This is an optimization exercise on Yosys and OpenROAD, whose aim is a short achievable clock period and few clock cycles, not a production implementation. The RTL was checked by simulation tests, not by an equivalence proof against the original design.

==> module rd_cache, before the edit <==
module rd_cache (
  input  wire         cclk,
  input  wire         reset,
  input  wire  [31:0] c_adr,          
  input  wire         c_re,
  output logic        c_rdy,
  output logic [31:0] c_dr,
  input  wire  [31:0] base,
  input  wire         clr,            
  output logic [39:0] araddr,         
  output logic [7:0]  arlen,
  output logic        arvalid,
  input  wire         arready,
  input  wire  [63:0] rdata,          
  input  wire         rlast,
  input  wire         rvalid,
  output logic        rready
);
  localparam int NK = 8;
  logic [NK-1:0] valid;               
  logic [23:0]   tag_mem  [NK];
  logic [3:0]    bv       [NK];       
  logic [63:0]   data_mem [NK][4];
  logic [1:0]    f_v;
  logic [1:0]    f_live;              
  logic [2:0]    f_idx [2];
  logic [1:0]    f_cnt;               
  logic          st_beat;             
  logic          want_hi;             
  logic [31:0]   r_adr;
  logic [32:0]   ar_q;                
  logic          rdy_q;
  logic [31:0]   dr_q;
  assign arlen  = ARLEN_VAL;
  assign rready = 1'b1;               
  assign araddr = {7'd0, ar_q};
  assign c_rdy  = rdy_q;
  assign c_dr   = dr_q;
  wire beat_in = rvalid && f_v[0];
  wire pop     = beat_in && (f_cnt == 2'd3);
  wire push    = arvalid && arready;
  wire [2:0] r_idx = r_adr[7:5];
  wire [1:0] r_k   = r_adr[4:3];
  logic      miss_q;
  wire [1:0] kill    = {miss_q && (f_idx[1] == r_idx), miss_q && (f_idx[0] == r_idx)};
  wire [1:0] lv      = f_live & ~kill;
  wire       beat_wr = beat_in && f_live[0];
  logic at_q;
  wire want = st_beat && !miss_q && at_q;
  wire take = want && rvalid;         
  wire        accept = c_re;
  wire [2:0]  q_idx = c_adr[7:5];
  wire [1:0]  q_k   = c_adr[4:3];
  wire        q_w   = c_adr[2];
  logic [NK-1:0] q_sel, q_eq, q_hit, q_now, q_rdyl;
  always_comb begin
    for (int i = 0; i < NK; i++) begin
      q_sel[i]  = (q_idx == 3'(i));
      q_eq[i]   = valid[i] && (tag_mem[i] == c_adr[31:8]);
      q_hit[i]  = q_sel[i] && q_eq[i];
      q_now[i]  = beat_wr && (f_idx[0] == 3'(i)) && (f_cnt == q_k);
      q_rdyl[i] = q_hit[i] && (bv[i][q_k] || q_now[i]);
    end
  end
  wire        q_tagm = |q_hit;
  wire        q_rdy  = |q_rdyl;
  logic [31:0] q_line_w;
  always_comb begin
    q_line_w = '0;
    for (int i = 0; i < NK; i++)
      for (int j = 0; j < 4; j++)
        for (int h = 0; h < 2; h++)
          if (c_adr[7:2] == 6'(8 * i + 2 * j + h))
            q_line_w = q_line_w | data_mem[i][j][32*h +: 32];
  end
  wire        q_nowb = beat_wr && (f_idx[0] == q_idx) && (f_cnt == q_k);
  wire        bypass = take || q_nowb;
  wire        by_hi  = take ? want_hi : q_w;
  logic [1:0] n_fv, n_live;
  logic [2:0] n_f0, n_f1;
  always_comb begin
    n_fv = f_v; n_live = lv; n_f0 = f_idx[0]; n_f1 = f_idx[1];
    if (pop) begin
      n_fv   = {1'b0, f_v[1]};
      n_live = {1'b0, lv[1]};
      n_f0   = f_idx[1];
    end
    if (push) begin
      if (!n_fv[0]) begin n_fv[0] = 1'b1; n_live[0] = 1'b1; n_f0 = r_idx; end
      else          begin n_fv[1] = 1'b1; n_live[1] = 1'b1; n_f1 = r_idx; end
    end
  end
  wire [1:0] n_cnt  = beat_in ? f_cnt + 2'd1 : f_cnt;
  wire [2:0] n_ridx = accept ? q_idx : r_idx;
  wire [1:0] n_rk   = accept ? q_k : r_k;
  always_ff @(posedge cclk) begin
    at_q <= n_fv[0] && n_live[0] && (n_f0 == n_ridx) && (n_cnt == n_rk);
    if (accept) r_adr   <= c_adr;
    if (accept) want_hi <= q_w;
    if (accept) ar_q <= {1'b0, base} + {1'b0, c_adr[31:5], 5'd0};
    dr_q <= bypass ? (by_hi ? rdata[63:32] : rdata[31:0]) : q_line_w;
  end
  always_ff @(posedge cclk) begin
    rdy_q   <= !reset && ((accept && q_rdy) || take);
    arvalid <= !reset && ((accept && !q_tagm) || (arvalid && !arready));
    miss_q  <= !reset && accept && !q_tagm;
    if (reset) begin
      st_beat  <= 1'b0;
      f_v      <= 2'b00;
      f_cnt    <= 2'd0;
    end else begin
      st_beat  <= accept ? !q_rdy : (st_beat && !take);
      f_v      <= n_fv;
      f_live   <= n_live;
      f_idx[0] <= n_f0;
      f_idx[1] <= n_f1;
      f_cnt    <= n_cnt;
    end
  end
  always_ff @(posedge cclk) begin
    for (int i = 0; i < NK; i++) begin
      for (int j = 0; j < 4; j++) begin
        if (beat_wr && f_idx[0] == 3'(i) && f_cnt == 2'(j)) begin
          data_mem[i][j] <= rdata;
          bv[i][j]       <= 1'b1;
        end
      end
    end
    if (miss_q) begin
      tag_mem[r_idx] <= r_adr[31:8];
      bv[r_idx]      <= 4'b0000;
    end
  end
  always_ff @(posedge cclk) begin
    if (reset || clr) begin
      valid <= '0;
    end else if (miss_q) begin
      valid[r_idx] <= 1'b1;
    end
  end
endmodule
clock: 5.5 ns
lec_check: 0
cap_margin: 50
core_margin: 2
core_utilization: 60
cts_cluster_diameter: 100
cts_cluster_size: 20
gpl_routability_driven: 0
place_density: 0.7
setup_slack_margin: 3.0
slew_margin: 75
run.sh (not shown) runs the stock make flow with config.mk's settings and CLKGATE_MAP_FILE= SYNTH_SCRIPT=/design/flow/synth_recipe.tcl, a recipe that flattens the netlist after the stock synthesis.
Testbench counts at the start, summed over its fixed seeds: cycles 130,732.
Change:
--- a/flow/design.v
+++ b/flow/design.v
@@ -101,4 +101,5 @@
   logic [1:0]    f_cnt;               
   logic          st_beat;             
+  logic          want_q;              
   logic          want_hi;             
   logic [31:0]   r_adr;
@@ -112,20 +113,13 @@
   assign c_dr   = dr_q;
   wire beat_in = rvalid && f_v[0];
+  wire beat_wr = beat_in && f_live[0];
+  wire take    = want_q && rvalid;    
   wire pop     = beat_in && (f_cnt == 2'd3);
   wire push    = arvalid && arready;
-  wire [2:0] r_idx = r_adr[7:5];
-  wire [1:0] r_k   = r_adr[4:3];
-  logic      miss_q;
-  wire [1:0] kill    = {miss_q && (f_idx[1] == r_idx), miss_q && (f_idx[0] == r_idx)};
-  wire [1:0] lv      = f_live & ~kill;
-  wire       beat_wr = beat_in && f_live[0];
-  logic at_q;
-  wire want = st_beat && !miss_q && at_q;
-  wire take = want && rvalid;         
   wire        accept = c_re;
   wire [2:0]  q_idx = c_adr[7:5];
   wire [1:0]  q_k   = c_adr[4:3];
   wire        q_w   = c_adr[2];
-  logic [NK-1:0] q_sel, q_eq, q_hit, q_now, q_rdyl;
+  logic [NK-1:0] q_sel, q_eq, q_hit, q_now, q_rdyl, q_miss;
   always_comb begin
     for (int i = 0; i < NK; i++) begin
@@ -135,8 +129,10 @@
       q_now[i]  = beat_wr && (f_idx[0] == 3'(i)) && (f_cnt == q_k);
       q_rdyl[i] = q_hit[i] && (bv[i][q_k] || q_now[i]);
+      q_miss[i] = accept && q_sel[i] && !q_eq[i];
     end
   end
   wire        q_tagm = |q_hit;
   wire        q_rdy  = |q_rdyl;
+  wire        alloc  = accept && !q_tagm;     
   logic [31:0] q_line_w;
   always_comb begin
@@ -151,12 +147,24 @@
   wire        bypass = take || q_nowb;
   wire        by_hi  = take ? want_hi : q_w;
+  wire  [2:0] r_idx  = r_adr[7:5];
+  wire  [1:0] r_k    = r_adr[4:3];
+  wire  [2:0] n_ridx = accept ? q_idx : r_idx;
+  wire  [1:0] n_rk   = accept ? q_k   : r_k;
+  logic       n_beat;
   logic [1:0] n_fv, n_live;
   logic [2:0] n_f0, n_f1;
+  logic [1:0] n_cnt;
   always_comb begin
-    n_fv = f_v; n_live = lv; n_f0 = f_idx[0]; n_f1 = f_idx[1];
+    if (accept) n_beat = !q_rdy;
+    else        n_beat = st_beat && !take;
+    n_fv = f_v; n_live = f_live; n_f0 = f_idx[0]; n_f1 = f_idx[1];
     if (pop) begin
       n_fv   = {1'b0, f_v[1]};
-      n_live = {1'b0, lv[1]};
+      n_live = {1'b0, f_live[1]};
       n_f0   = f_idx[1];
+    end
+    if (alloc) begin
+      if (n_f0 == q_idx) n_live[0] = 1'b0;
+      if (n_f1 == q_idx) n_live[1] = 1'b0;
     end
     if (push) begin
@@ -164,10 +172,7 @@
       else          begin n_fv[1] = 1'b1; n_live[1] = 1'b1; n_f1 = r_idx; end
     end
-  end
-  wire [1:0] n_cnt  = beat_in ? f_cnt + 2'd1 : f_cnt;
-  wire [2:0] n_ridx = accept ? q_idx : r_idx;
-  wire [1:0] n_rk   = accept ? q_k : r_k;
-  always_ff @(posedge cclk) begin
-    at_q <= n_fv[0] && n_live[0] && (n_f0 == n_ridx) && (n_cnt == n_rk);
+    n_cnt = beat_in ? f_cnt + 2'd1 : f_cnt;
+  end
+  always_ff @(posedge cclk) begin
     if (accept) r_adr   <= c_adr;
     if (accept) want_hi <= q_w;
@@ -177,12 +182,13 @@
   always_ff @(posedge cclk) begin
     rdy_q   <= !reset && ((accept && q_rdy) || take);
-    arvalid <= !reset && ((accept && !q_tagm) || (arvalid && !arready));
-    miss_q  <= !reset && accept && !q_tagm;
+    arvalid <= !reset && (alloc || (arvalid && !arready));
     if (reset) begin
       st_beat  <= 1'b0;
+      want_q   <= 1'b0;
       f_v      <= 2'b00;
       f_cnt    <= 2'd0;
     end else begin
-      st_beat  <= accept ? !q_rdy : (st_beat && !take);
+      st_beat  <= n_beat;
+      want_q   <= n_beat && n_fv[0] && n_live[0] && (n_f0 == n_ridx) && (n_cnt == n_rk);
       f_v      <= n_fv;
       f_live   <= n_live;
@@ -194,4 +200,5 @@
   always_ff @(posedge cclk) begin
     for (int i = 0; i < NK; i++) begin
+      if (accept && q_sel[i]) tag_mem[i] <= c_adr[31:8];
       for (int j = 0; j < 4; j++) begin
         if (beat_wr && f_idx[0] == 3'(i) && f_cnt == 2'(j)) begin
@@ -200,8 +207,5 @@
         end
       end
-    end
-    if (miss_q) begin
-      tag_mem[r_idx] <= r_adr[31:8];
-      bv[r_idx]      <= 4'b0000;
+      if (q_miss[i]) bv[i] <= 4'b0000;
     end
   end
@@ -209,6 +213,6 @@
     if (reset || clr) begin
       valid <= '0;
-    end else if (miss_q) begin
-      valid[r_idx] <= 1'b1;
+    end else begin
+      for (int i = 0; i < NK; i++) if (q_miss[i]) valid[i] <= 1'b1;
     end
   end
Global-route usage shrinks by 1.4 points.
Clock skew grows by 0.011 ns.
Via count shrinks by 2.0%.
Fmax grows by 1.6%.
Setup slack improved by 0.044 ns.
Testbench counts after the change, summed over its fixed seeds: cycles 130,724.

afterwards: timing with drivers on the ports:
In the flow no input, the clock included, has a driving cell. The finished layouts below were timed again as built, in two steps. Step 1, drivers: a clkbuf_16 drives cclk and a buf_2 each remaining input, both assumed. Step 2 times the ports against the registers' clock, not the clock port: input delays grow and output delays shrink by t, the midpoint of the rising clock arrivals with the driver on. Slacks: no drivers / after step 1 / after step 2; pairs: no drivers / after step 1.
| run | shift t [ns] | setup slack, ns | worst hold slack (ns) | worst setup path after step 2 | latest minus earliest clock arrival (ns) |
|---|---|---|---|---|---|
| the first run | 0.900 | 2.722 / 2.696 / 1.796 | 0.453 / 0.453 / 0.453 | input to register | 0.042 / 0.042 |
| the second run | 0.899 | 2.767 / 2.674 / 1.775 | 0.450 / 0.450 / 0.450 | input to register | 0.050 / 0.050 |
After both steps every run listed still meets setup and hold. For the second run, which loses most, drivers alone change the setup slack by -0.093 ns; drivers and shift together by -0.992 ns.
